This is an optimization exercise on Yosys and OpenROAD, whose aim is small area, a short achievable clock period and few clock cycles per item, not a production implementation. Power and IR drop assume default switching activity.

==> lagoon: inputs <==
## source_token_scanner
module source_token_scanner (
    input  logic        aclk,
    input  logic        aresetn,
    input  logic        s_valid,
    output logic        s_ready,
    input  logic [7:0]  s_char_code,
    input  logic        s_end_of_input,
    output logic        m_valid,
    input  logic        m_ready,
    output logic [4:0]  m_token_kind,
    output logic [31:0] m_start_pos,
    output logic [5:0]  m_token_length,
    output logic [30:0] m_int_value,
    output logic        m_leading_space,
    output logic        m_last_result
);
Settings: LEC_CHECK=0, CAP_MARGIN=20, CORE_MARGIN=2, CORE_UTILIZATION=40, PLACE_DENSITY=0.6, SETUP_SLACK_MARGIN=2.5, SLEW_MARGIN=20; clock period 5.5 ns.
run.sh (not shown) runs the stock make flow with config.mk's settings and CLKGATE_MAP_FILE= SYNTH_SCRIPT=/design/flow/synth_recipe.tcl, a recipe that flattens the netlist after the stock synthesis.
==> maple (differences from lagoon) <==
--- a/flow/design.v
+++ b/flow/design.v
@@ -140,12 +140,14 @@
     logic [30:0] acc_q;
     logic [4:0]  kind_q;
     logic        lead_q;
     logic        last_q;
     logic        pend_q;
     logic        eofp_q;
+    logic        go_free_q;
+    logic        go_ready_q;
     assign s_ready         = srdy_q;
     assign m_valid         = pend_q;
     assign m_token_kind    = kind_q;
     assign m_start_pos     = {{(32 - PW){1'b0}}, start_q};
     assign m_token_length  = len_q;
     assign m_int_value     = acc_q;
@@ -174,15 +176,14 @@
     logic eof_load;
     logic h1_load;
     logic skv_n;
     assign h0_space    = c == CL_SPACE || c == CL_NEWLINE;
     assign starts_word = !comment_q && !in_word_q && !h0_space;
     assign touch       = !comment_q && (in_word_q || !h0_space);
-    assign go_free     = h1v_q && (la_end ? (!eofp_q && !pend_q)
-                                          : (!h0v_q || (!eofp_q && (!starts_word || !pend_q))));
-    assign go_ready    = h1v_q && !eofp_q && pend_q && (la_end || (h0v_q && starts_word));
+    assign go_free     = go_free_q;
+    assign go_ready    = go_ready_q;
     assign busy        = pend_q && !m_ready;
     assign go          = go_free || (go_ready && m_ready);
     assign scan        = go && h0v_q;
     assign ld_word     = scan && touch;
     assign ld_first    = scan && starts_word;
     assign eof_load    = eofp_q && !busy;
@@ -318,62 +319,97 @@
         if (!skv_q) begin
             skc_q <= in_cl;
             skn_q <= s_char_code[3:0];
             ske_q <= s_end_of_input;
         end
     end
+    logic       h1v_n;
+    logic       h1e_n;
+    logic       h0v_n;
+    logic [4:0] h0_n;
+    logic       pend_n;
+    logic       eofp_n;
+    logic       comment_n;
+    logic       space_n;
+    logic       in_word_n;
+    logic       starts_word_n;
+    logic       go_free_n;
+    logic       go_ready_n;
+    always_comb begin
+        h1v_n     = h1_load ? (skv_q || take) : h1v_q;
+        h1e_n     = h1_load ? (skv_q ? ske_q : s_end_of_input) : h1e_q;
+        h0v_n     = h0v_q;
+        h0_n      = h0_q;
+        pend_n    = busy || tok || eof_load;
+        eofp_n    = eofp_q && !eof_load;
+        comment_n = comment_q;
+        space_n   = space_q;
+        in_word_n = in_word_q;
+        if (scan) begin
+            if (comment_q) begin
+                if (c == CL_NEWLINE) begin
+                    comment_n = 1'b0;
+                    space_n   = 1'b0;
+                end
+            end else if (!in_word_q && h0_space) begin
+                space_n = 1'b1;
+            end else if (cmt_start) begin
+                comment_n = 1'b1;
+                in_word_n = 1'b0;
+            end else if (found) begin
+                space_n   = 1'b0;
+                in_word_n = 1'b0;
+            end else begin
+                in_word_n = 1'b1;
+            end
+        end
+        if (go) begin
+            if (la_end) begin
+                h0v_n     = 1'b0;
+                comment_n = 1'b0;
+                space_n   = 1'b0;
+                in_word_n = 1'b0;
+                eofp_n    = 1'b1;
+            end else begin
+                h0v_n = 1'b1;
+                h0_n  = la;
+            end
+        end
+        starts_word_n = !comment_n && !in_word_n && h0_n != CL_SPACE && h0_n != CL_NEWLINE;
+        go_free_n  = h1v_n && (h1e_n ? (!eofp_n && !pend_n)
+                                     : (!h0v_n || (!eofp_n && (!starts_word_n || !pend_n))));
+        go_ready_n = h1v_n && !eofp_n && pend_n && (h1e_n || (h0v_n && starts_word_n));
+    end
     always_ff @(posedge aclk) begin
         if (!aresetn) begin
-            skv_q     <= 1'b0;
-            srdy_q    <= 1'b1;
-            h1v_q     <= 1'b0;
-            h0v_q     <= 1'b0;
-            pos_q     <= '0;
-            comment_q <= 1'b0;
-            space_q   <= 1'b0;
-            in_word_q <= 1'b0;
-            pend_q    <= 1'b0;
-            eofp_q    <= 1'b0;
+            skv_q      <= 1'b0;
+            srdy_q     <= 1'b1;
+            h1v_q      <= 1'b0;
+            h0v_q      <= 1'b0;
+            pos_q      <= '0;
+            comment_q  <= 1'b0;
+            space_q    <= 1'b0;
+            in_word_q  <= 1'b0;
+            pend_q     <= 1'b0;
+            eofp_q     <= 1'b0;
+            go_free_q  <= 1'b0;
+            go_ready_q <= 1'b0;
         end else begin
-            skv_q  <= skv_n;
-            srdy_q <= !skv_n;
-            if (h1_load) begin
-                h1v_q <= skv_q || take;
-            end
-            pend_q <= busy || tok || eof_load;
+            skv_q      <= skv_n;
+            srdy_q     <= !skv_n;
+            h1v_q      <= h1v_n;
+            h0v_q      <= h0v_n;
+            comment_q  <= comment_n;
+            space_q    <= space_n;
+            in_word_q  <= in_word_n;
+            pend_q     <= pend_n;
+            eofp_q     <= eofp_n;
+            go_free_q  <= go_free_n;
+            go_ready_q <= go_ready_n;
             if (eof_load) begin
-                eofp_q <= 1'b0;
-                pos_q  <= '0;
-            end
-            if (scan) begin
+                pos_q <= '0;
+            end else if (scan) begin
                 pos_q <= pos_q + PW'(1);
-                if (comment_q) begin
-                    if (c == CL_NEWLINE) begin
-                        comment_q <= 1'b0;
-                        space_q   <= 1'b0;
-                    end
-                end else if (!in_word_q && h0_space) begin
-                    space_q <= 1'b1;
-                end else if (cmt_start) begin
-                    comment_q <= 1'b1;
-                    in_word_q <= 1'b0;
-                end else if (found) begin
-                    space_q   <= 1'b0;
-                    in_word_q <= 1'b0;
-                end else begin
-                    in_word_q <= 1'b1;
-                end
-            end
-            if (go) begin
-                if (la_end) begin
-                    h0v_q     <= 1'b0;
-                    comment_q <= 1'b0;
-                    space_q   <= 1'b0;
-                    in_word_q <= 1'b0;
-                    eofp_q    <= 1'b1;
-                end else begin
-                    h0v_q <= 1'b1;
-                end
             end
         end
     end
 endmodule
Settings changed: CORE_UTILIZATION 40 to 60, PLACE_DENSITY 0.6 to 0.75.
==> qor summary <==
quantity                                                                                      maple      lagoon
Worst clock skew                                                                        0.008110 ns  0.01693 ns
Multi-input logic area                                                                    4114 um^2   4344 um^2
Well-Tap Cells                                                                                  143         229
Min-Delay Endpoint                                                                         h0n_q[3]    h0n_q[1]
Detailed Routing Iterations Pass 1                                                               21           7
Placed Instances                                                                               1019        1144
# nets final                                                                                    957         998
Fmax achieved                                                                             329.0 MHz   323.2 MHz
Chip width                                                                                 113.2 um    140.1 um
Flop-to-flop setup slack                                                                    2.46 ns     2.41 ns
Count of fill cells added during filler insertion                                               869        1706
Min Hold Slack                                                                            0.4240 ns   0.4176 ns
Part of the cycle the worst path needs                                                       55.26%      56.25%
Number of enable flip-flop cells after synthesis                                                 41          42
Core Area                                                                                11520 um^2  18090 um^2
Slew margin rel.                                                                             46.43%      39.55%
Post-synthesis share of cell area spent on full adders, half adders and majority gates       7.167%      6.927%
Worst-Skew Late Latency                                                                     0.41 ns     0.43 ns
Sequential share of power                                                                     42.0%       45.5%
Worst IR drop on VDD                                                                      0.3965 mV   0.1832 mV
Post-Place Worst Slack                                                                     1.540 ns    1.713 ns
Sequential cells                                                                                125         123
Sequential share of cell area                                                                33.10%      31.74%
Time the final worst path needs with I/O delays and setup                                  3.039 ns    3.094 ns
Slew of the pin with the lowest slew margin                                               0.8035 ns   0.9049 ns
Result of the run                                                  no timing/DRC/antenna violations  no timing/DRC/antenna violations
Share of power burned in combinational logic                                                  14.6%        8.0%
No functional check of the RTL was part of any run of this note.

-- static timing again, ports no longer ideal --
The results above use ideal ports. As a check the final layouts listed here were re-extracted and re-timed, cells and wires unchanged.
Step 1 assumes that a clkbuf_16 drives the clock port and a buf_2 every other input.
Step 2 times the ports against the registers' clock, not the clock port: input delays grow and output delays shrink by t, the midpoint of the rising clock arrivals with the driver on.
Three values: ideal, step 1, step 2; two values: the first two.
| run | shift t [ns] | slack for setup (ns) | pins driven straight from the clock port |
|---|---|---|---|
| lagoon | 0.459 | 2.406 / 2.406 / 2.024 | 1 |
| maple | 0.446 | 2.461 / 2.461 / 2.192 | 1 |
After both steps setup and hold are still met in every run listed. The setup slack of lagoon, which loses most, moves by 0.000 ns with the drivers and by -0.382 ns with both steps.
